Context: an optimization exercise on an open-source flow, tuned for small area. The choices shown serve that exercise and are no tape-out recipe. For this run, only the layout was checked, not whether the RTL still works.

## design.v

```verilog
package nn_pkg;
    localparam int N_NEURONS = 4;
    localparam int N_INPUTS  = 4;
    localparam int DW        = 8;
    localparam int P_PER_NEURON = N_INPUTS + 2;
    localparam int P_BYTES      = N_NEURONS * P_PER_NEURON;
    typedef enum logic [1:0] {
        LOAD_X  = 2'd0,
        LOAD_P  = 2'd1,
        COMPUTE = 2'd2,
        DONE    = 2'd3
    } state_t;
endpackage
module nn_fa (
    input  logic a,
    input  logic b,
    input  logic c,
    output logic s,
    output logic co
);
    assign s  = a ^ b ^ c;
    assign co = (a & b) | (c & (a ^ b));
endmodule
module nn_mo3 (
    input  logic a,
    input  logic b,
    input  logic c,
    output logic m,
    output logic o
);
    assign m = (a & b) | (a & c) | (b & c);
    assign o = a | b | c;
endmodule
module nn_ha (
    input  logic a,
    input  logic b,
    output logic s,
    output logic co
);
    assign s  = a ^ b;
    assign co = a & b;
endmodule
module nn_neuron (
    input  logic [31:0] xn_flat,
    input  logic [31:0] w_a, w_b, w_c,
    input  logic [3:0]  mw_a, mw_b, mw_c,
    input  logic [7:0]  b_a, b_b, b_c,
    input  logic        mb_a, mb_b, mb_c,
    input  logic [7:0]  th_a, th_b, th_c,
    input  logic        mt_a, mt_b, mt_c,
    output logic        fire
);
    logic [31:0] wn_flat;
    logic [7:0]  b, thn;
    generate
        for (genvar i = 0; i < 4; i++) begin : g_w
            assign wn_flat[i*8 +: 8] = ~((w_a[i*8 +: 8] & {8{mw_a[i]}})
                                       | (w_b[i*8 +: 8] & {8{mw_b[i]}})
                                       | (w_c[i*8 +: 8] & {8{mw_c[i]}}));
        end
    endgenerate
    assign b   =  (b_a & {8{mb_a}}) | (b_b & {8{mb_b}}) | (b_c & {8{mb_c}});
    assign thn = ~((th_a & {8{mt_a}}) | (th_b & {8{mt_b}}) | (th_c & {8{mt_c}}));
    logic [31:0] x_flat, w_flat;
    assign x_flat = ~xn_flat;
    assign w_flat = ~wn_flat;
    logic [3:0] hi;
    generate
        for (genvar gi = 0; gi < 4; gi++) begin : g_hi
            logic [7:1] wsuf;
            assign wsuf[7] = w_flat[gi*8+7];
            for (genvar k = 6; k >= 1; k--) begin : g_suf
                assign wsuf[k] = wsuf[k+1] | w_flat[gi*8+k];
            end
            assign hi[gi] = (x_flat[gi*8+1] & wsuf[7]) | (x_flat[gi*8+2] & wsuf[6])
                          | (x_flat[gi*8+3] & wsuf[5]) | (x_flat[gi*8+4] & wsuf[4])
                          | (x_flat[gi*8+5] & wsuf[3]) | (x_flat[gi*8+6] & wsuf[2])
                          | (x_flat[gi*8+7] & wsuf[1]);
        end
    endgenerate
    logic pp1, pp2, pp3, pp4, pp5, pp6, pp7, pp8, pp9, pp10, pp11, pp12;
    logic pp13, pp14, pp15, pp16, pp17, pp18, pp19, pp20, pp21, q22, adj23, q24;
    logic pp25, pp26, pp27, pp28, pp29, pp30, pp31, pp32, pp33, pp34, pp35, pp36;
    logic pp37, pp38, pp39, pp40, pp41, pp42, pp43, pp44, pp45, q46, adj47, q48;
    logic pp49, pp50, pp51, pp52, pp53, pp54, pp55, pp56, pp57, pp58, pp59, pp60;
    logic pp61, pp62, pp63, pp64, pp65, pp66, pp67, pp68, pp69, q70, adj71, q72;
    logic pp73, pp74, pp75, pp76, pp77, pp78, pp79, pp80, pp81, pp82, pp83, pp84;
    logic pp85, pp86, pp87, pp88, pp89, pp90, pp91, pp92, pp93, q94, adj95, q96;
    logic c98, s97, c100, s99, c102, c104, s103, c106, s105, c108, s107, c110;
    logic s109, c112, s111, c114, c116, s115, c118, s117, c120, s119, c122, s121;
    logic c124, s123, c126, s125, c128, s127, c130, s129, c132, s131, c134, c136;
    logic s135, c138, s137, c140, s139, c142, s141, c144, s143, c146, s145, c148;
    logic s147, c150, s149, c152, s151, c154, s153, c156, s155, c158, s157, c160;
    logic s159, c162, c164, s163, c166, s165, c168, s167, c170, s169, c172, s171;
    logic c174, s173, c176, s175, c178, s177, c180, s179, c182, s181, c184, s183;
    logic c186, s185, c188, s187, c190, s189, c192, s191, c194, s193, c196, s195;
    logic c198, c200, s199, c202, s201, c204, s203, c206, s205, c208, s207, c210;
    logic s209, c212, s211, c214, s213, c216, s215, c218, s217, c220, s219, c222;
    logic s221, c224, s223, c226, s225, c228, s227, c230, s229, c232, s231, c234;
    logic s233, c236, s235, c238, s237, c240, s239, c242, c244, s243, c246, s245;
    logic c248, s247, c250, s249, c252, s251, c254, s253, c256, s255, c258, s257;
    logic c260, s259, c262, s261, c264, s263, c266, s265, c268, s267, c270, o271;
    logic m272, o273, m274, o275, m276, o277, m278, o279, m280, o281, m282, o283;
    logic m284, o285, m286, o287, m288, o289, m290;
    assign pp1 = ~(xn_flat[0] | wn_flat[0]);
    assign pp2 = ~(xn_flat[1] | wn_flat[0]);
    assign pp3 = ~(xn_flat[2] | wn_flat[0]);
    assign pp4 = ~(xn_flat[3] | wn_flat[0]);
    assign pp5 = ~(xn_flat[4] | wn_flat[0]);
    assign pp6 = ~(xn_flat[5] | wn_flat[0]);
    assign pp7 = ~(xn_flat[0] | wn_flat[1]);
    assign pp8 = ~(xn_flat[1] | wn_flat[1]);
    assign pp9 = ~(xn_flat[2] | wn_flat[1]);
    assign pp10 = ~(xn_flat[3] | wn_flat[1]);
    assign pp11 = ~(xn_flat[4] | wn_flat[1]);
    assign pp12 = ~(xn_flat[0] | wn_flat[2]);
    assign pp13 = ~(xn_flat[1] | wn_flat[2]);
    assign pp14 = ~(xn_flat[2] | wn_flat[2]);
    assign pp15 = ~(xn_flat[3] | wn_flat[2]);
    assign pp16 = ~(xn_flat[0] | wn_flat[3]);
    assign pp17 = ~(xn_flat[1] | wn_flat[3]);
    assign pp18 = ~(xn_flat[2] | wn_flat[3]);
    assign pp19 = ~(xn_flat[0] | wn_flat[4]);
    assign pp20 = ~(xn_flat[1] | wn_flat[4]);
    assign pp21 = ~(xn_flat[0] | wn_flat[5]);
    assign q22 = ~(xn_flat[6] | wn_flat[0]) | ~(xn_flat[5] | wn_flat[1]) | ~(xn_flat[4] | wn_flat[2]) | ~(xn_flat[3] | wn_flat[3]) | ~(xn_flat[2] | wn_flat[4]) | ~(xn_flat[1] | wn_flat[5]) | ~(xn_flat[0] | wn_flat[6]);
    assign adj23 = ~(xn_flat[6] | wn_flat[0] | xn_flat[5] | wn_flat[1]) | ~(xn_flat[5] | wn_flat[1] | xn_flat[4] | wn_flat[2]) | ~(xn_flat[4] | wn_flat[2] | xn_flat[3] | wn_flat[3]) | ~(xn_flat[3] | wn_flat[3] | xn_flat[2] | wn_flat[4]) | ~(xn_flat[2] | wn_flat[4] | xn_flat[1] | wn_flat[5]) | ~(xn_flat[1] | wn_flat[5] | xn_flat[0] | wn_flat[6]);
    assign q24 = ~(xn_flat[7] | wn_flat[0]) | ~(xn_flat[6] | wn_flat[1]) | ~(xn_flat[5] | wn_flat[2]) | ~(xn_flat[4] | wn_flat[3]) | ~(xn_flat[3] | wn_flat[4]) | ~(xn_flat[2] | wn_flat[5]) | ~(xn_flat[1] | wn_flat[6]) | ~(xn_flat[0] | wn_flat[7]);
    assign pp25 = ~(xn_flat[8] | wn_flat[8]);
    assign pp26 = ~(xn_flat[9] | wn_flat[8]);
    assign pp27 = ~(xn_flat[10] | wn_flat[8]);
    assign pp28 = ~(xn_flat[11] | wn_flat[8]);
    assign pp29 = ~(xn_flat[12] | wn_flat[8]);
    assign pp30 = ~(xn_flat[13] | wn_flat[8]);
    assign pp31 = ~(xn_flat[8] | wn_flat[9]);
    assign pp32 = ~(xn_flat[9] | wn_flat[9]);
    assign pp33 = ~(xn_flat[10] | wn_flat[9]);
    assign pp34 = ~(xn_flat[11] | wn_flat[9]);
    assign pp35 = ~(xn_flat[12] | wn_flat[9]);
    assign pp36 = ~(xn_flat[8] | wn_flat[10]);
    assign pp37 = ~(xn_flat[9] | wn_flat[10]);
    assign pp38 = ~(xn_flat[10] | wn_flat[10]);
    assign pp39 = ~(xn_flat[11] | wn_flat[10]);
    assign pp40 = ~(xn_flat[8] | wn_flat[11]);
    assign pp41 = ~(xn_flat[9] | wn_flat[11]);
    assign pp42 = ~(xn_flat[10] | wn_flat[11]);
    assign pp43 = ~(xn_flat[8] | wn_flat[12]);
    assign pp44 = ~(xn_flat[9] | wn_flat[12]);
    assign pp45 = ~(xn_flat[8] | wn_flat[13]);
    assign q46 = ~(xn_flat[14] | wn_flat[8]) | ~(xn_flat[13] | wn_flat[9]) | ~(xn_flat[12] | wn_flat[10]) | ~(xn_flat[11] | wn_flat[11]) | ~(xn_flat[10] | wn_flat[12]) | ~(xn_flat[9] | wn_flat[13]) | ~(xn_flat[8] | wn_flat[14]);
    assign adj47 = ~(xn_flat[14] | wn_flat[8] | xn_flat[13] | wn_flat[9]) | ~(xn_flat[13] | wn_flat[9] | xn_flat[12] | wn_flat[10]) | ~(xn_flat[12] | wn_flat[10] | xn_flat[11] | wn_flat[11]) | ~(xn_flat[11] | wn_flat[11] | xn_flat[10] | wn_flat[12]) | ~(xn_flat[10] | wn_flat[12] | xn_flat[9] | wn_flat[13]) | ~(xn_flat[9] | wn_flat[13] | xn_flat[8] | wn_flat[14]);
    assign q48 = ~(xn_flat[15] | wn_flat[8]) | ~(xn_flat[14] | wn_flat[9]) | ~(xn_flat[13] | wn_flat[10]) | ~(xn_flat[12] | wn_flat[11]) | ~(xn_flat[11] | wn_flat[12]) | ~(xn_flat[10] | wn_flat[13]) | ~(xn_flat[9] | wn_flat[14]) | ~(xn_flat[8] | wn_flat[15]);
    assign pp49 = ~(xn_flat[16] | wn_flat[16]);
    assign pp50 = ~(xn_flat[17] | wn_flat[16]);
    assign pp51 = ~(xn_flat[18] | wn_flat[16]);
    assign pp52 = ~(xn_flat[19] | wn_flat[16]);
    assign pp53 = ~(xn_flat[20] | wn_flat[16]);
    assign pp54 = ~(xn_flat[21] | wn_flat[16]);
    assign pp55 = ~(xn_flat[16] | wn_flat[17]);
    assign pp56 = ~(xn_flat[17] | wn_flat[17]);
    assign pp57 = ~(xn_flat[18] | wn_flat[17]);
    assign pp58 = ~(xn_flat[19] | wn_flat[17]);
    assign pp59 = ~(xn_flat[20] | wn_flat[17]);
    assign pp60 = ~(xn_flat[16] | wn_flat[18]);
    assign pp61 = ~(xn_flat[17] | wn_flat[18]);
    assign pp62 = ~(xn_flat[18] | wn_flat[18]);
    assign pp63 = ~(xn_flat[19] | wn_flat[18]);
    assign pp64 = ~(xn_flat[16] | wn_flat[19]);
    assign pp65 = ~(xn_flat[17] | wn_flat[19]);
    assign pp66 = ~(xn_flat[18] | wn_flat[19]);
    assign pp67 = ~(xn_flat[16] | wn_flat[20]);
    assign pp68 = ~(xn_flat[17] | wn_flat[20]);
    assign pp69 = ~(xn_flat[16] | wn_flat[21]);
    assign q70 = ~(xn_flat[22] | wn_flat[16]) | ~(xn_flat[21] | wn_flat[17]) | ~(xn_flat[20] | wn_flat[18]) | ~(xn_flat[19] | wn_flat[19]) | ~(xn_flat[18] | wn_flat[20]) | ~(xn_flat[17] | wn_flat[21]) | ~(xn_flat[16] | wn_flat[22]);
    assign adj71 = ~(xn_flat[22] | wn_flat[16] | xn_flat[21] | wn_flat[17]) | ~(xn_flat[21] | wn_flat[17] | xn_flat[20] | wn_flat[18]) | ~(xn_flat[20] | wn_flat[18] | xn_flat[19] | wn_flat[19]) | ~(xn_flat[19] | wn_flat[19] | xn_flat[18] | wn_flat[20]) | ~(xn_flat[18] | wn_flat[20] | xn_flat[17] | wn_flat[21]) | ~(xn_flat[17] | wn_flat[21] | xn_flat[16] | wn_flat[22]);
    assign q72 = ~(xn_flat[23] | wn_flat[16]) | ~(xn_flat[22] | wn_flat[17]) | ~(xn_flat[21] | wn_flat[18]) | ~(xn_flat[20] | wn_flat[19]) | ~(xn_flat[19] | wn_flat[20]) | ~(xn_flat[18] | wn_flat[21]) | ~(xn_flat[17] | wn_flat[22]) | ~(xn_flat[16] | wn_flat[23]);
    assign pp73 = ~(xn_flat[24] | wn_flat[24]);
    assign pp74 = ~(xn_flat[25] | wn_flat[24]);
    assign pp75 = ~(xn_flat[26] | wn_flat[24]);
    assign pp76 = ~(xn_flat[27] | wn_flat[24]);
    assign pp77 = ~(xn_flat[28] | wn_flat[24]);
    assign pp78 = ~(xn_flat[29] | wn_flat[24]);
    assign pp79 = ~(xn_flat[24] | wn_flat[25]);
    assign pp80 = ~(xn_flat[25] | wn_flat[25]);
    assign pp81 = ~(xn_flat[26] | wn_flat[25]);
    assign pp82 = ~(xn_flat[27] | wn_flat[25]);
    assign pp83 = ~(xn_flat[28] | wn_flat[25]);
    assign pp84 = ~(xn_flat[24] | wn_flat[26]);
    assign pp85 = ~(xn_flat[25] | wn_flat[26]);
    assign pp86 = ~(xn_flat[26] | wn_flat[26]);
    assign pp87 = ~(xn_flat[27] | wn_flat[26]);
    assign pp88 = ~(xn_flat[24] | wn_flat[27]);
    assign pp89 = ~(xn_flat[25] | wn_flat[27]);
    assign pp90 = ~(xn_flat[26] | wn_flat[27]);
    assign pp91 = ~(xn_flat[24] | wn_flat[28]);
    assign pp92 = ~(xn_flat[25] | wn_flat[28]);
    assign pp93 = ~(xn_flat[24] | wn_flat[29]);
    assign q94 = ~(xn_flat[30] | wn_flat[24]) | ~(xn_flat[29] | wn_flat[25]) | ~(xn_flat[28] | wn_flat[26]) | ~(xn_flat[27] | wn_flat[27]) | ~(xn_flat[26] | wn_flat[28]) | ~(xn_flat[25] | wn_flat[29]) | ~(xn_flat[24] | wn_flat[30]);
    assign adj95 = ~(xn_flat[30] | wn_flat[24] | xn_flat[29] | wn_flat[25]) | ~(xn_flat[29] | wn_flat[25] | xn_flat[28] | wn_flat[26]) | ~(xn_flat[28] | wn_flat[26] | xn_flat[27] | wn_flat[27]) | ~(xn_flat[27] | wn_flat[27] | xn_flat[26] | wn_flat[28]) | ~(xn_flat[26] | wn_flat[28] | xn_flat[25] | wn_flat[29]) | ~(xn_flat[25] | wn_flat[29] | xn_flat[24] | wn_flat[30]);
    assign q96 = ~(xn_flat[31] | wn_flat[24]) | ~(xn_flat[30] | wn_flat[25]) | ~(xn_flat[29] | wn_flat[26]) | ~(xn_flat[28] | wn_flat[27]) | ~(xn_flat[27] | wn_flat[28]) | ~(xn_flat[26] | wn_flat[29]) | ~(xn_flat[25] | wn_flat[30]) | ~(xn_flat[24] | wn_flat[31]);
    nn_fa u_s97 (.a(pp1), .b(pp25), .c(pp49), .s(s97), .co(c98));
    nn_fa u_s99 (.a(pp73), .b(b[0]), .c(thn[0]), .s(s99), .co(c100));
    assign c102 = s97 & s99;
    nn_fa u_s103 (.a(pp2), .b(pp7), .c(pp26), .s(s103), .co(c104));
    nn_fa u_s105 (.a(pp31), .b(pp50), .c(pp55), .s(s105), .co(c106));
    nn_fa u_s107 (.a(pp74), .b(pp79), .c(b[1]), .s(s107), .co(c108));
    nn_fa u_s109 (.a(thn[1]), .b(c98), .c(c100), .s(s109), .co(c110));
    nn_fa u_s111 (.a(s103), .b(s105), .c(s107), .s(s111), .co(c112));
    assign c114 = (c102 & s109) | (c102 & s111) | (s109 & s111);
    nn_fa u_s115 (.a(pp3), .b(pp8), .c(pp12), .s(s115), .co(c116));
    nn_fa u_s117 (.a(pp27), .b(pp32), .c(pp36), .s(s117), .co(c118));
    nn_fa u_s119 (.a(pp51), .b(pp56), .c(pp60), .s(s119), .co(c120));
    nn_fa u_s121 (.a(pp75), .b(pp80), .c(pp84), .s(s121), .co(c122));
    nn_fa u_s123 (.a(b[2]), .b(thn[2]), .c(c104), .s(s123), .co(c124));
    nn_fa u_s125 (.a(c106), .b(c108), .c(s115), .s(s125), .co(c126));
    nn_fa u_s127 (.a(s117), .b(s119), .c(s121), .s(s127), .co(c128));
    nn_fa u_s129 (.a(c110), .b(c112), .c(s123), .s(s129), .co(c130));
    nn_fa u_s131 (.a(s125), .b(s127), .c(c114), .s(s131), .co(c132));
    assign c134 = s129 & s131;
    nn_fa u_s135 (.a(pp4), .b(pp9), .c(pp13), .s(s135), .co(c136));
    nn_fa u_s137 (.a(pp16), .b(pp28), .c(pp33), .s(s137), .co(c138));
    nn_fa u_s139 (.a(pp37), .b(pp40), .c(pp52), .s(s139), .co(c140));
    nn_fa u_s141 (.a(pp57), .b(pp61), .c(pp64), .s(s141), .co(c142));
    nn_fa u_s143 (.a(pp76), .b(pp81), .c(pp85), .s(s143), .co(c144));
    nn_fa u_s145 (.a(pp88), .b(b[3]), .c(thn[3]), .s(s145), .co(c146));
    nn_fa u_s147 (.a(c116), .b(c118), .c(c120), .s(s147), .co(c148));
    nn_fa u_s149 (.a(c122), .b(s135), .c(s137), .s(s149), .co(c150));
    nn_fa u_s151 (.a(s139), .b(s141), .c(s143), .s(s151), .co(c152));
    nn_fa u_s153 (.a(s145), .b(c124), .c(c126), .s(s153), .co(c154));
    nn_fa u_s155 (.a(c128), .b(s147), .c(s149), .s(s155), .co(c156));
    nn_fa u_s157 (.a(s151), .b(c130), .c(s153), .s(s157), .co(c158));
    nn_fa u_s159 (.a(s155), .b(c132), .c(s157), .s(s159), .co(c160));
    assign c162 = c134 & s159;
    nn_fa u_s163 (.a(pp5), .b(pp10), .c(pp14), .s(s163), .co(c164));
    nn_fa u_s165 (.a(pp17), .b(pp19), .c(pp29), .s(s165), .co(c166));
    nn_fa u_s167 (.a(pp34), .b(pp38), .c(pp41), .s(s167), .co(c168));
    nn_fa u_s169 (.a(pp43), .b(pp53), .c(pp58), .s(s169), .co(c170));
    nn_fa u_s171 (.a(pp62), .b(pp65), .c(pp67), .s(s171), .co(c172));
    nn_fa u_s173 (.a(pp77), .b(pp82), .c(pp86), .s(s173), .co(c174));
    nn_fa u_s175 (.a(pp89), .b(pp91), .c(b[4]), .s(s175), .co(c176));
    nn_fa u_s177 (.a(thn[4]), .b(c136), .c(c138), .s(s177), .co(c178));
    nn_fa u_s179 (.a(c140), .b(c142), .c(c144), .s(s179), .co(c180));
    nn_fa u_s181 (.a(c146), .b(s163), .c(s165), .s(s181), .co(c182));
    nn_fa u_s183 (.a(s167), .b(s169), .c(s171), .s(s183), .co(c184));
    nn_fa u_s185 (.a(s173), .b(s175), .c(c148), .s(s185), .co(c186));
    nn_fa u_s187 (.a(c150), .b(c152), .c(s177), .s(s187), .co(c188));
    nn_fa u_s189 (.a(s179), .b(s181), .c(s183), .s(s189), .co(c190));
    nn_fa u_s191 (.a(c154), .b(c156), .c(s185), .s(s191), .co(c192));
    nn_fa u_s193 (.a(s187), .b(s189), .c(c158), .s(s193), .co(c194));
    nn_fa u_s195 (.a(s191), .b(c160), .c(s193), .s(s195), .co(c196));
    assign c198 = c162 & s195;
    nn_fa u_s199 (.a(pp6), .b(pp11), .c(pp15), .s(s199), .co(c200));
    nn_fa u_s201 (.a(pp18), .b(pp20), .c(pp21), .s(s201), .co(c202));
    nn_fa u_s203 (.a(pp30), .b(pp35), .c(pp39), .s(s203), .co(c204));
    nn_fa u_s205 (.a(pp42), .b(pp44), .c(pp45), .s(s205), .co(c206));
    nn_fa u_s207 (.a(pp54), .b(pp59), .c(pp63), .s(s207), .co(c208));
    nn_fa u_s209 (.a(pp66), .b(pp68), .c(pp69), .s(s209), .co(c210));
    nn_fa u_s211 (.a(pp78), .b(pp83), .c(pp87), .s(s211), .co(c212));
    nn_fa u_s213 (.a(pp90), .b(pp92), .c(pp93), .s(s213), .co(c214));
    nn_fa u_s215 (.a(b[5]), .b(thn[5]), .c(c164), .s(s215), .co(c216));
    nn_fa u_s217 (.a(c166), .b(c168), .c(c170), .s(s217), .co(c218));
    nn_fa u_s219 (.a(c172), .b(c174), .c(c176), .s(s219), .co(c220));
    nn_fa u_s221 (.a(s199), .b(s201), .c(s203), .s(s221), .co(c222));
    nn_fa u_s223 (.a(s205), .b(s207), .c(s209), .s(s223), .co(c224));
    nn_fa u_s225 (.a(s211), .b(s213), .c(c178), .s(s225), .co(c226));
    nn_fa u_s227 (.a(c180), .b(c182), .c(c184), .s(s227), .co(c228));
    nn_fa u_s229 (.a(s215), .b(s217), .c(s219), .s(s229), .co(c230));
    nn_fa u_s231 (.a(s221), .b(s223), .c(c186), .s(s231), .co(c232));
    nn_fa u_s233 (.a(c188), .b(c190), .c(s225), .s(s233), .co(c234));
    nn_fa u_s235 (.a(s227), .b(s229), .c(c192), .s(s235), .co(c236));
    nn_fa u_s237 (.a(s231), .b(s233), .c(c194), .s(s237), .co(c238));
    nn_fa u_s239 (.a(s235), .b(c196), .c(s237), .s(s239), .co(c240));
    assign c242 = c198 & s239;
    nn_fa u_s243 (.a(q22), .b(q46), .c(q70), .s(s243), .co(c244));
    nn_fa u_s245 (.a(q94), .b(b[6]), .c(thn[6]), .s(s245), .co(c246));
    nn_fa u_s247 (.a(c200), .b(c202), .c(c204), .s(s247), .co(c248));
    nn_fa u_s249 (.a(c206), .b(c208), .c(c210), .s(s249), .co(c250));
    nn_fa u_s251 (.a(c212), .b(c214), .c(s243), .s(s251), .co(c252));
    nn_fa u_s253 (.a(s245), .b(c216), .c(c218), .s(s253), .co(c254));
    nn_fa u_s255 (.a(c220), .b(c222), .c(c224), .s(s255), .co(c256));
    nn_fa u_s257 (.a(s247), .b(s249), .c(s251), .s(s257), .co(c258));
    nn_fa u_s259 (.a(c226), .b(c228), .c(c230), .s(s259), .co(c260));
    nn_fa u_s261 (.a(s253), .b(s255), .c(s257), .s(s261), .co(c262));
    nn_fa u_s263 (.a(c232), .b(c234), .c(s259), .s(s263), .co(c264));
    nn_fa u_s265 (.a(s261), .b(c236), .c(s263), .s(s265), .co(c266));
    nn_fa u_s267 (.a(c238), .b(s265), .c(c240), .s(s267), .co(c268));
    assign c270 = c242 & s267;
    nn_mo3 u_m272 (.a(q24), .b(q48), .c(q72), .m(m272), .o(o271));
    nn_mo3 u_m274 (.a(q96), .b(b[7]), .c(thn[7]), .m(m274), .o(o273));
    nn_mo3 u_m276 (.a(c244), .b(c246), .c(o271), .m(m276), .o(o275));
    nn_mo3 u_m278 (.a(o273), .b(c248), .c(c250), .m(m278), .o(o277));
    nn_mo3 u_m280 (.a(c252), .b(o275), .c(c254), .m(m280), .o(o279));
    nn_mo3 u_m282 (.a(c256), .b(c258), .c(o277), .m(m282), .o(o281));
    nn_mo3 u_m284 (.a(c260), .b(c262), .c(o279), .m(m284), .o(o283));
    nn_mo3 u_m286 (.a(o281), .b(c264), .c(o283), .m(m286), .o(o285));
    nn_mo3 u_m288 (.a(c266), .b(o285), .c(c268), .m(m288), .o(o287));
    assign m290 = c270 & o287;
    assign o289 = c270 | o287;
    assign fire = (|hi) | m272 | m274 | m276 | m278 | m280 | m282 | m284 | m286 | m288 | m290 | adj23 | adj47 | adj71 | adj95;
endmodule
module nn_half (
    input  logic        sel,
    input  logic [15:0] xn0, xn1,
    input  logic [15:0] w0, w1,
    input  logic [1:0]  m0, m1,
    input  logic [7:0]  b,
    input  logic        mb,
    input  logic [7:0]  th,
    input  logic        mt,
    input  logic [7:0]  hq,
    output logic [7:0]  s,
    output logic        ge
);
    logic [15:0] xn_flat, wn_flat;
    logic [7:0]  e1, e2;
    assign xn_flat = sel ? xn1 : xn0;
    generate
        for (genvar i = 0; i < 2; i++) begin : g_w
            assign wn_flat[i*8 +: 8] = ~((w0[i*8 +: 8] & {8{m0[i]}}) | (w1[i*8 +: 8] & {8{m1[i]}}));
        end
    endgenerate
    assign e1 = sel ? hq : (b & {8{mb}});
    assign e2 = sel ? 8'h00 : ~(th & {8{mt}});
    logic [15:0] x_flat, w_flat;
    assign x_flat = ~xn_flat;
    assign w_flat = ~wn_flat;
    logic [1:0] hi;
    generate
        for (genvar gi = 0; gi < 2; gi++) begin : g_hi
            logic [7:1] wsuf;
            assign wsuf[7] = w_flat[gi*8+7];
            for (genvar k = 6; k >= 1; k--) begin : g_suf
                assign wsuf[k] = wsuf[k+1] | w_flat[gi*8+k];
            end
            assign hi[gi] = (x_flat[gi*8+1] & wsuf[7]) | (x_flat[gi*8+2] & wsuf[6])
                          | (x_flat[gi*8+3] & wsuf[5]) | (x_flat[gi*8+4] & wsuf[4])
                          | (x_flat[gi*8+5] & wsuf[3]) | (x_flat[gi*8+6] & wsuf[2])
                          | (x_flat[gi*8+7] & wsuf[1]);
        end
    endgenerate
    logic pp1, pp2, pp3, pp4, pp5, pp6, pp7, pp8, pp9, pp10, pp11, pp12;
    logic pp13, pp14, pp15, pp16, pp17, pp18, pp19, pp20, pp21, q22, adj23, q24;
    logic pp25, pp26, pp27, pp28, pp29, pp30, pp31, pp32, pp33, pp34, pp35, pp36;
    logic pp37, pp38, pp39, pp40, pp41, pp42, pp43, pp44, pp45, q46, adj47, q48;
    logic c50, s49, c52, s51, c54, s53, c56, s55, c58, s57, c60, s59;
    logic c62, s61, c64, s63, c66, s65, c68, s67, c70, s69, c72, s71;
    logic c74, s73, c76, s75, c78, s77, c80, s79, c82, s81, c84, s83;
    logic c86, s85, c88, s87, c90, s89, c92, s91, c94, s93, c96, s95;
    logic c98, s97, c100, s99, c102, s101, c104, s103, c106, s105, c108, s107;
    logic c110, s109, c112, s111, c114, s113, c116, s115, c118, s117, c120, s119;
    logic c122, s121, c124, s123, c126, s125, c128, s127, c130, s129, c132, s131;
    logic c134, s133, c136, s135, c138, s137, c140, s139, c142, s141, c144, s143;
    logic c146, s145, c148, s147, c150, s149, c152, s151, c154, s153, c156, s155;
    logic c158, s157, c160, s159;
    assign pp1 = ~(xn_flat[0] | wn_flat[0]);
    assign pp2 = ~(xn_flat[1] | wn_flat[0]);
    assign pp3 = ~(xn_flat[2] | wn_flat[0]);
    assign pp4 = ~(xn_flat[3] | wn_flat[0]);
    assign pp5 = ~(xn_flat[4] | wn_flat[0]);
    assign pp6 = ~(xn_flat[5] | wn_flat[0]);
    assign pp7 = ~(xn_flat[0] | wn_flat[1]);
    assign pp8 = ~(xn_flat[1] | wn_flat[1]);
    assign pp9 = ~(xn_flat[2] | wn_flat[1]);
    assign pp10 = ~(xn_flat[3] | wn_flat[1]);
    assign pp11 = ~(xn_flat[4] | wn_flat[1]);
    assign pp12 = ~(xn_flat[0] | wn_flat[2]);
    assign pp13 = ~(xn_flat[1] | wn_flat[2]);
    assign pp14 = ~(xn_flat[2] | wn_flat[2]);
    assign pp15 = ~(xn_flat[3] | wn_flat[2]);
    assign pp16 = ~(xn_flat[0] | wn_flat[3]);
    assign pp17 = ~(xn_flat[1] | wn_flat[3]);
    assign pp18 = ~(xn_flat[2] | wn_flat[3]);
    assign pp19 = ~(xn_flat[0] | wn_flat[4]);
    assign pp20 = ~(xn_flat[1] | wn_flat[4]);
    assign pp21 = ~(xn_flat[0] | wn_flat[5]);
    assign q22 = ~(xn_flat[6] | wn_flat[0]) | ~(xn_flat[5] | wn_flat[1]) | ~(xn_flat[4] | wn_flat[2]) | ~(xn_flat[3] | wn_flat[3]) | ~(xn_flat[2] | wn_flat[4]) | ~(xn_flat[1] | wn_flat[5]) | ~(xn_flat[0] | wn_flat[6]);
    assign adj23 = ~(xn_flat[6] | wn_flat[0] | xn_flat[5] | wn_flat[1]) | ~(xn_flat[5] | wn_flat[1] | xn_flat[4] | wn_flat[2]) | ~(xn_flat[4] | wn_flat[2] | xn_flat[3] | wn_flat[3]) | ~(xn_flat[3] | wn_flat[3] | xn_flat[2] | wn_flat[4]) | ~(xn_flat[2] | wn_flat[4] | xn_flat[1] | wn_flat[5]) | ~(xn_flat[1] | wn_flat[5] | xn_flat[0] | wn_flat[6]);
    assign q24 = ~(xn_flat[7] | wn_flat[0]) | ~(xn_flat[6] | wn_flat[1]) | ~(xn_flat[5] | wn_flat[2]) | ~(xn_flat[4] | wn_flat[3]) | ~(xn_flat[3] | wn_flat[4]) | ~(xn_flat[2] | wn_flat[5]) | ~(xn_flat[1] | wn_flat[6]) | ~(xn_flat[0] | wn_flat[7]);
    assign pp25 = ~(xn_flat[8] | wn_flat[8]);
    assign pp26 = ~(xn_flat[9] | wn_flat[8]);
    assign pp27 = ~(xn_flat[10] | wn_flat[8]);
    assign pp28 = ~(xn_flat[11] | wn_flat[8]);
    assign pp29 = ~(xn_flat[12] | wn_flat[8]);
    assign pp30 = ~(xn_flat[13] | wn_flat[8]);
    assign pp31 = ~(xn_flat[8] | wn_flat[9]);
    assign pp32 = ~(xn_flat[9] | wn_flat[9]);
    assign pp33 = ~(xn_flat[10] | wn_flat[9]);
    assign pp34 = ~(xn_flat[11] | wn_flat[9]);
    assign pp35 = ~(xn_flat[12] | wn_flat[9]);
    assign pp36 = ~(xn_flat[8] | wn_flat[10]);
    assign pp37 = ~(xn_flat[9] | wn_flat[10]);
    assign pp38 = ~(xn_flat[10] | wn_flat[10]);
    assign pp39 = ~(xn_flat[11] | wn_flat[10]);
    assign pp40 = ~(xn_flat[8] | wn_flat[11]);
    assign pp41 = ~(xn_flat[9] | wn_flat[11]);
    assign pp42 = ~(xn_flat[10] | wn_flat[11]);
    assign pp43 = ~(xn_flat[8] | wn_flat[12]);
    assign pp44 = ~(xn_flat[9] | wn_flat[12]);
    assign pp45 = ~(xn_flat[8] | wn_flat[13]);
    assign q46 = ~(xn_flat[14] | wn_flat[8]) | ~(xn_flat[13] | wn_flat[9]) | ~(xn_flat[12] | wn_flat[10]) | ~(xn_flat[11] | wn_flat[11]) | ~(xn_flat[10] | wn_flat[12]) | ~(xn_flat[9] | wn_flat[13]) | ~(xn_flat[8] | wn_flat[14]);
    assign adj47 = ~(xn_flat[14] | wn_flat[8] | xn_flat[13] | wn_flat[9]) | ~(xn_flat[13] | wn_flat[9] | xn_flat[12] | wn_flat[10]) | ~(xn_flat[12] | wn_flat[10] | xn_flat[11] | wn_flat[11]) | ~(xn_flat[11] | wn_flat[11] | xn_flat[10] | wn_flat[12]) | ~(xn_flat[10] | wn_flat[12] | xn_flat[9] | wn_flat[13]) | ~(xn_flat[9] | wn_flat[13] | xn_flat[8] | wn_flat[14]);
    assign q48 = ~(xn_flat[15] | wn_flat[8]) | ~(xn_flat[14] | wn_flat[9]) | ~(xn_flat[13] | wn_flat[10]) | ~(xn_flat[12] | wn_flat[11]) | ~(xn_flat[11] | wn_flat[12]) | ~(xn_flat[10] | wn_flat[13]) | ~(xn_flat[9] | wn_flat[14]) | ~(xn_flat[8] | wn_flat[15]);
    nn_fa u_s49 (.a(pp1), .b(pp25), .c(e1[0]), .s(s49), .co(c50));
    nn_ha u_s51 (.a(e2[0]), .b(s49), .s(s51), .co(c52));
    nn_fa u_s53 (.a(pp2), .b(pp7), .c(pp26), .s(s53), .co(c54));
    nn_fa u_s55 (.a(pp31), .b(e1[1]), .c(e2[1]), .s(s55), .co(c56));
    nn_fa u_s57 (.a(c50), .b(s53), .c(s55), .s(s57), .co(c58));
    nn_ha u_s59 (.a(c52), .b(s57), .s(s59), .co(c60));
    nn_fa u_s61 (.a(pp3), .b(pp8), .c(pp12), .s(s61), .co(c62));
    nn_fa u_s63 (.a(pp27), .b(pp32), .c(pp36), .s(s63), .co(c64));
    nn_fa u_s65 (.a(e1[2]), .b(e2[2]), .c(c54), .s(s65), .co(c66));
    nn_fa u_s67 (.a(c56), .b(s61), .c(s63), .s(s67), .co(c68));
    nn_fa u_s69 (.a(c58), .b(s65), .c(s67), .s(s69), .co(c70));
    nn_ha u_s71 (.a(c60), .b(s69), .s(s71), .co(c72));
    nn_fa u_s73 (.a(pp4), .b(pp9), .c(pp13), .s(s73), .co(c74));
    nn_fa u_s75 (.a(pp16), .b(pp28), .c(pp33), .s(s75), .co(c76));
    nn_fa u_s77 (.a(pp37), .b(pp40), .c(e1[3]), .s(s77), .co(c78));
    nn_fa u_s79 (.a(e2[3]), .b(c62), .c(c64), .s(s79), .co(c80));
    nn_fa u_s81 (.a(s73), .b(s75), .c(s77), .s(s81), .co(c82));
    nn_fa u_s83 (.a(c66), .b(c68), .c(s79), .s(s83), .co(c84));
    nn_fa u_s85 (.a(s81), .b(c70), .c(s83), .s(s85), .co(c86));
    nn_ha u_s87 (.a(c72), .b(s85), .s(s87), .co(c88));
    nn_fa u_s89 (.a(pp5), .b(pp10), .c(pp14), .s(s89), .co(c90));
    nn_fa u_s91 (.a(pp17), .b(pp19), .c(pp29), .s(s91), .co(c92));
    nn_fa u_s93 (.a(pp34), .b(pp38), .c(pp41), .s(s93), .co(c94));
    nn_fa u_s95 (.a(pp43), .b(e1[4]), .c(e2[4]), .s(s95), .co(c96));
    nn_fa u_s97 (.a(c74), .b(c76), .c(c78), .s(s97), .co(c98));
    nn_fa u_s99 (.a(s89), .b(s91), .c(s93), .s(s99), .co(c100));
    nn_fa u_s101 (.a(s95), .b(c80), .c(c82), .s(s101), .co(c102));
    nn_fa u_s103 (.a(s97), .b(s99), .c(c84), .s(s103), .co(c104));
    nn_fa u_s105 (.a(s101), .b(c86), .c(s103), .s(s105), .co(c106));
    nn_ha u_s107 (.a(c88), .b(s105), .s(s107), .co(c108));
    nn_fa u_s109 (.a(pp6), .b(pp11), .c(pp15), .s(s109), .co(c110));
    nn_fa u_s111 (.a(pp18), .b(pp20), .c(pp21), .s(s111), .co(c112));
    nn_fa u_s113 (.a(pp30), .b(pp35), .c(pp39), .s(s113), .co(c114));
    nn_fa u_s115 (.a(pp42), .b(pp44), .c(pp45), .s(s115), .co(c116));
    nn_fa u_s117 (.a(e1[5]), .b(e2[5]), .c(c90), .s(s117), .co(c118));
    nn_fa u_s119 (.a(c92), .b(c94), .c(c96), .s(s119), .co(c120));
    nn_fa u_s121 (.a(s109), .b(s111), .c(s113), .s(s121), .co(c122));
    nn_fa u_s123 (.a(s115), .b(c98), .c(c100), .s(s123), .co(c124));
    nn_fa u_s125 (.a(s117), .b(s119), .c(s121), .s(s125), .co(c126));
    nn_fa u_s127 (.a(c102), .b(s123), .c(s125), .s(s127), .co(c128));
    nn_fa u_s129 (.a(c104), .b(s127), .c(c106), .s(s129), .co(c130));
    nn_ha u_s131 (.a(c108), .b(s129), .s(s131), .co(c132));
    nn_fa u_s133 (.a(q22), .b(q46), .c(e1[6]), .s(s133), .co(c134));
    nn_fa u_s135 (.a(e2[6]), .b(c110), .c(c112), .s(s135), .co(c136));
    nn_fa u_s137 (.a(c114), .b(c116), .c(s133), .s(s137), .co(c138));
    nn_fa u_s139 (.a(c118), .b(c120), .c(c122), .s(s139), .co(c140));
    nn_fa u_s141 (.a(s135), .b(s137), .c(c124), .s(s141), .co(c142));
    nn_fa u_s143 (.a(c126), .b(s139), .c(c128), .s(s143), .co(c144));
    nn_fa u_s145 (.a(s141), .b(s143), .c(c130), .s(s145), .co(c146));
    nn_ha u_s147 (.a(c132), .b(s145), .s(s147), .co(c148));
    nn_fa u_s149 (.a(q24), .b(q48), .c(e1[7]), .s(s149), .co(c150));
    nn_fa u_s151 (.a(e2[7]), .b(c134), .c(s149), .s(s151), .co(c152));
    nn_fa u_s153 (.a(c136), .b(c138), .c(s151), .s(s153), .co(c154));
    nn_fa u_s155 (.a(c140), .b(s153), .c(c142), .s(s155), .co(c156));
    nn_fa u_s157 (.a(c144), .b(s155), .c(c146), .s(s157), .co(c158));
    nn_ha u_s159 (.a(c148), .b(s157), .s(s159), .co(c160));
    assign s  = {s159, s147, s131, s107, s87, s71, s59, s51};
    assign ge = (|hi) | c150 | c152 | c154 | c156 | c158 | c160 | adj23 | adj47;
endmodule
module neural_network (
    input  logic        clk,
    input  logic        reset,
    input  logic        changes,
    input  logic [7:0]  data_in,
    output logic [7:0]  network_outputs
);
    nn_pkg::state_t state_reg;
    logic           changes_q_reg;
    logic [31:0]    xn_sr_reg;      
    logic [191:0]   p_sr_reg;
    logic [2:0]     x_cnt_reg;
    logic [4:0]     p_cnt_reg;
    logic           f3_q_reg;
    logic           f1_q_reg;
    logic [8:0]     h_q_reg;
    logic [3:0]     out_reg;
    logic chg_rise, in_p, in_c, shift_x, shift_p;
    assign chg_rise = changes & ~changes_q_reg;
    assign in_p     = (state_reg == nn_pkg::LOAD_P);
    assign in_c     = (state_reg == nn_pkg::COMPUTE);
    assign shift_x  = (state_reg == nn_pkg::LOAD_X) & ~changes;
    assign shift_p  = in_p & ~changes;
    function automatic logic gt_const(input logic [4:0] c, input int k);
        gt_const = 1'b0;
        for (int b = 0; b < 5; b++)
            gt_const = ((k >> b) & 1) ? (c[b] & gt_const) : (c[b] | gt_const);
    endfunction
    logic [23:0] p_ok;
    logic [3:0]  x_ok;
    generate
        for (genvar k = 0; k < 24; k++) begin : g_pok
            assign p_ok[k] = gt_const(p_cnt_reg, k);
        end
        for (genvar k = 0; k < 4; k++) begin : g_xok
            assign x_ok[k] = gt_const({2'b00, x_cnt_reg}, k);
        end
    endgenerate
    function automatic logic [7:0] lane(input int k);
        lane = p_sr_reg[k*8 +: 8];
    endfunction
    logic sa, sb, sc;
    assign sa = in_p & ~changes;
    assign sb = in_p &  changes;
    assign sc = in_c;
    logic [3:0] mw_a, mw_b, mw_c;
    generate
        for (genvar i = 0; i < 4; i++) begin : g_fm
            assign mw_a[i] = sa & x_ok[i] & p_ok[17+i];
            assign mw_b[i] = sb & x_ok[i] & p_ok[6+i];
            assign mw_c[i] = sc & x_ok[i] & p_ok[12+i];
        end
    endgenerate
    logic f_fire;
    nn_neuron u_f (
        .xn_flat (xn_sr_reg),
        .w_a     (p_sr_reg[17*8 +: 32]),
        .w_b     (p_sr_reg[6*8 +: 32]),
        .w_c     (p_sr_reg[12*8 +: 32]),
        .mw_a    (mw_a),
        .mw_b    (mw_b),
        .mw_c    (mw_c),
        .b_a     (lane(21)),
        .b_b     (lane(10)),
        .b_c     (lane(16)),
        .mb_a    (sa & p_ok[21]),
        .mb_b    (sb & p_ok[10]),
        .mb_c    (sc & p_ok[16]),
        .th_a    (lane(22)),
        .th_b    (lane(11)),
        .th_c    (lane(17)),
        .mt_a    (sa & p_ok[22]),
        .mt_b    (sb & p_ok[11]),
        .mt_c    (sc & p_ok[17]),
        .fire    (f_fire)
    );
    logic [7:0] h_s;
    logic       h_ge;
    nn_half u_h (
        .sel (in_c),
        .xn0 (xn_sr_reg[15:0]),
        .xn1 (xn_sr_reg[31:16]),
        .w0  (p_sr_reg[15:0]),
        .w1  (p_sr_reg[31:16]),
        .m0  ({~in_c & x_ok[1] & p_ok[1], ~in_c & x_ok[0] & p_ok[0]}),
        .m1  ({ in_c & x_ok[3] & p_ok[3],  in_c & x_ok[2] & p_ok[2]}),
        .b   (lane(4)),
        .mb  (p_ok[4]),
        .th  (lane(5)),
        .mt  (p_ok[5]),
        .hq  (h_q_reg[7:0]),
        .s   (h_s),
        .ge  (h_ge)
    );
    assign network_outputs = {4'b0000, out_reg};
    always_ff @(posedge clk) begin
        if (shift_x)
            xn_sr_reg <= {xn_sr_reg[23:0], ~data_in};
        if (shift_p) begin
            p_sr_reg <= {p_sr_reg[183:0], data_in};
            f3_q_reg <= f_fire;
        end
        f1_q_reg <= f_fire;
        h_q_reg  <= {h_ge, h_s};
    end
    always_ff @(posedge clk or posedge reset) begin
        if (reset) begin
            state_reg     <= nn_pkg::LOAD_X;
            changes_q_reg <= 1'b0;
            x_cnt_reg     <= '0;
            p_cnt_reg     <= '0;
            out_reg       <= '0;
        end else begin
            changes_q_reg <= changes;
            if (shift_x && x_cnt_reg != 3'd4)
                x_cnt_reg <= x_cnt_reg + 3'd1;
            if (shift_p && p_cnt_reg != 5'd24)
                p_cnt_reg <= p_cnt_reg + 5'd1;
            case (state_reg)
                nn_pkg::LOAD_X:  if (chg_rise) state_reg <= nn_pkg::LOAD_P;
                nn_pkg::LOAD_P:  if (chg_rise) state_reg <= nn_pkg::COMPUTE;
                nn_pkg::COMPUTE: begin
                    out_reg   <= {f3_q_reg, f_fire, f1_q_reg, h_q_reg[8] | h_ge};
                    state_reg <= nn_pkg::DONE;
                end
                default:         if (chg_rise) state_reg <= nn_pkg::LOAD_X;
            endcase
        end
    end
endmodule
```

## flow/run.sh

```bash
#!/bin/bash
# Standard ORFS flow (the standard.sh) with two layout options:
#  - port buffers of the smallest buffer cell
#  - CTS without dummy loads
set -euo pipefail
bash standard.sh \
  "BUFFER_PORTS_ARGS=-buffer_cell sky130_fd_sc_hd__buf_1" \
  "CTS_ARGS=-sink_clustering_enable -repair_clock_nets -sink_clustering_size 16 -sink_clustering_max_diameter 60 -buf_list sky130_fd_sc_hd__clkbuf_8 -dont_use_dummy_load" \
  finish > standard.log 2>&1
```

## standard.sh

```bash
#!/bin/bash
# synth_recipe.tcl (not shown) runs the flow's synth.tcl, then flattens the netlist and writes it again
# the make line also repeats each setting of config.mk as NAME=value (left out here)
make -C /OpenROAD-flow-scripts/flow DESIGN_CONFIG=/design/flow/config.mk WORK_HOME=/design/flow/orfs CLKGATE_MAP_FILE= SYNTH_SCRIPT=/design/flow/synth_recipe.tcl "${@:-finish}"
```

## config.mk

```make
export PLATFORM = sky130hd
export DESIGN_NAME = neural_network
export DESIGN_NICKNAME = neural_network
export VERILOG_FILES = /design/flow/design.v
export SDC_FILE = /design/flow/constraint.sdc
export NUM_CORES = 4
export LEC_CHECK = 0
export CAP_MARGIN = 20
export CORE_MARGIN = 2
export CORE_UTILIZATION = 40
export CTS_BUF_LIST = sky130_fd_sc_hd__clkbuf_8
export CTS_CLUSTER_DIAMETER = 60
export CTS_CLUSTER_SIZE = 16
export SLEW_MARGIN = 20
export SYNTH_HIERARCHICAL = 1
```

## constraint.sdc

```tcl
create_clock -name core_clock -period 10.0 [get_ports {clk}]
set_input_delay 2.0000 -clock core_clock [delete_from_list [all_inputs] [get_ports {clk}]]
set_output_delay 2.0000 -clock core_clock [all_outputs]
set_load 0.01 [all_outputs]
```

==> key figures <==
Clocking
  – Clk slew on worst S/H paths: 0.10 ns
  – Cts bufs inserted: 22
  – H-tree depth: 1
  – Post-CTS Hold Fix Bufs: 0
  – Worst-Skew Late Latency: 0.54 ns
  – Clk sinks: 242
  – Resize count post-CTS: 0
  – Clock Tree Buf Depth: 3
  – TritonCTS clock tree: yes
  – Post CTS Setup Buffer Count: 0
  – Root Buffer: clkbuf_8

Setup path
  – CP Data Arrival Time: 8.97 ns
  – CP max FO: 8
  – CP Class: input port to register
  – Worst path required time: 10.41 ns
  – Crit end category: register
  – Startpoint types: input port

GRT
  – Antenna violations before repair: 1
  – Largest net degree at the start of global routing: 189
  – Vias in the first global route: 8920
  – Total grt overflow: 0
  – Total GRT Usage: 21.21%
  – First-pass GRT wire length: 55570 um

Final layout
  – Final instance area: 14460 um2
  – Nets: 1167
  – Layout area overhead: 6.614%
  – Multi-input logic area: 5984 um2
  – Layout cells sized above 1: 10.81%
  – Max FFs per register: 184
  – Register area: 7092 um2
  – Ant. Diodes: 0
  – Fillers: 3051

Synthesis
  – Synth cell count leaders: 217 x edfxtp_1, 165 x nor2_1, 128 x fa_1
  – Ranking of synthesized cells by area: edfxtp_1 48%, fa_1 19%, nor2_1 4.6%, a222oi_1 3.5%, dfrtp_1 2.8%
  – Post-synth ARST share: 6.198%
  – FF+latch count, synth: 242
  – Most common cell in the netlist: edfxtp_1
  – Mapped Cells: 989
  – EDFF count, synth: 217
  – Yosys warning count: 7
  – Synth area leader: edfxtp_1
  – Commonest register cell after synthesis: edfxtp_1
  – Netlist cell types: 63
  – Yosys top cell area share: 48.04%
  – Post-Synthesis Mean Instance Area: 13.71 um2
  – Post-Syn Area: 13560 um2
  – Post-synthesis sequential area ratio: 52.29%

Drt
  – DR vias/cell: 5.944
  – Routed wire length: 37070 um
  – Via count: 8655
  – DRC: 0
  – First-pass detailed-route iteration total: 8
  – 1st-iter DRT viols: 1035
  – WL/cell: 25.46 um
  – Post-DRT Antenna Nets: 0

Floorplanning
  – Initial core utilization: 40.55%
  – Horiz. Die Dim: 188.1 um
  – I/O Pins: 19
  – Total core area: 33450 um2
  – Die H: 188.1 um
  – Cell row count: 67
  – Die area: 35400 um2

STA
  – Slew Viols, Final: 0
  – RSZ-0062 raised after global routing: no
  – Slew @ Worst Pin: 1.153 ns
  – Setup Viol. Count Final: 0
  – Worst clock skew: 0.05476 ns
  – Final hold viol count: 0
  – Slew Limit Headroom: 23.13%
  – Setup TNS: 0 ns
  – Peak Freq: 116.8 MHz
  – Min Tclk post-route: 8.564 ns
  – Final Cycle Share: 85.64%

Min path
  – Hold/Removal Path Class: register to register

Placed design
  – IO buf count: 14
  – GPL Wtd Cong: 0.9301
  – Post-DP Area: 14160 um2
  – DPL Wire Length: 28340 um

Status
  – Status: no timing/DRC/antenna violations

Flow run
  – Max-cap violation count: 0
## modules after synthesis, one instance, submodules excluded
module,area (um2),times used,cells
neural_network,7825,1,359
nn_neuron,1709,1,302
nn_half,1220,1,174
nn_fa,20.02,128,1
nn_mo3,16.27,9,2
nn_ha,12.51,8,1
## worst paths after layout
path / start / slack (ns) / endpoint / cells past startpoint
hold reg to reg: p_sr_reg[108]$_DFFE_PP_ / 0.42 / p_sr_reg[116]$_DFFE_PP_ / 0
hold / removal: p_sr_reg[108]$_DFFE_PP_ / 0.42 / p_sr_reg[116]$_DFFE_PP_ / 0
setup reg to reg: x_cnt_reg[0]$_DFFE_PP0P_ / 2.34 / out_reg[2]$_DFFE_PP0N_ / 23
setup / recovery: changes / 1.44 / out_reg[2]$_DFFE_PP0N_ / 23
max in group asynchronous: reset / 8.01 / out_reg[2]$_DFFE_PP0N_ / 2
min in group asynchronous: reset / 1.53 / p_cnt_reg[4]$_DFFE_PP0P_ / 2
## metrics by stage
step           utilization (%)  cells  setup slack (ns)  hold WS (ns)
2_1_floorplan                -    992            0.3546        0.4237
3_5_place_dp             42.33   1434            0.8720        0.4351
5_1_grt                  43.23   1456            0.9843        0.4121
3_3_place_gp             42.31   1433            0.9892        0.4291
4_1_cts                  43.23   1456             1.446        0.4237
6_report                 43.23   1456             1.436        0.4244
## final cells by class
type                       instances  share of cell area (%)
tap                              448                   3.876
timing repair buffer              56                   2.613
inverter                          38                  0.9864
clock buffer                      22                   2.094
multi-input combinational        650                   41.39
sequential                       242                   49.04
## layer usage
layer | track usage [%] | vias up | wire, um
li1 | - | 3728 | -
met1 | 28.32 | 4433 | 15110
met2 | 34.20 | 403 | 17420
met3 | 3.537 | 91 | 2690
met4 | 9.419 | 0 | 1847
met5 | 0 | - | 0
## kinds of logic after synthesis
kind of cell / Yosys count / synth area share, %
XOR/XNOR: 4 / 0.2583
multiplexers: 23 / 2.039
flip-flops: 242 / 52.29
AO/OA/AOI/OAI: 200 / 11.62
AND/OR/NAND/NOR: 264 / 8.755
adder cells (fa/ha/maj): 155 / 21.22
buffers and inverters: 100 / 3.792
other: 1 / 0.02765
## placed cells by master, fill, tap and decap left out, types with 12 or more instances in the layout
master and n:
edfxtp_1 217, nor2_1 165, fa_1 128, o22ai_1 49
a222oi_1 48, buf_4 40, inv_1 35, a21oi_1 33
clkbuf_8 22, nand2_1 21, ha_1 17, dfrtp_1 15
buf_1 14, nand3_1 12
## critical path, cell delays in order
cell	delay, ns
buf_1	0.18
nand2_1	0.13
or2_4	0.29
a311oi_2	0.67
a222oi_1	0.20
buf_4	0.21
nor2_1	0.14
fa_1	0.46
fa_1	0.43
fa_1	0.43
fa_1	0.45
fa_1	0.48
fa_1	0.41
fa_1	0.43
fa_1	0.40
maj3_1	0.36
nor2_1	0.09
nand3_1	0.07
nor3_1	0.39
nand4_1	0.15
nor4_1	0.19
nand2_1	0.14
mux2_2	0.29

-- afterwards: timing with drivers on the ports --
The flow's constraints put no driver on any port. The routed layout listed below was extracted and timed again, unchanged, in two steps.
Step 1, drivers: a clkbuf_16 drives clk and a buf_2 each remaining input, both assumed.
Step 2 adds t to the input delays and takes it off the output delays; t is the mean of the earliest and latest rising clock arrival at the registers after step 1. Input paths then give back, and output paths get back, about the clock's delay inside the block.
Slacks: ideal ports / drivers / drivers and shift; pairs: ideal ports / drivers.
t, ns: 0.559
slack for setup (ns): 1.436 / 1.458 / 0.899
worst setup path after step 2: input to register
slew at the worst register clock pin (ns): 0.10 / 0.10
worst data-port slew with drivers (ns): 0.03
After both steps setup and hold are still met in this run. The setup slack of this run moves by +0.022 ns with the drivers and by -0.537 ns with both steps.
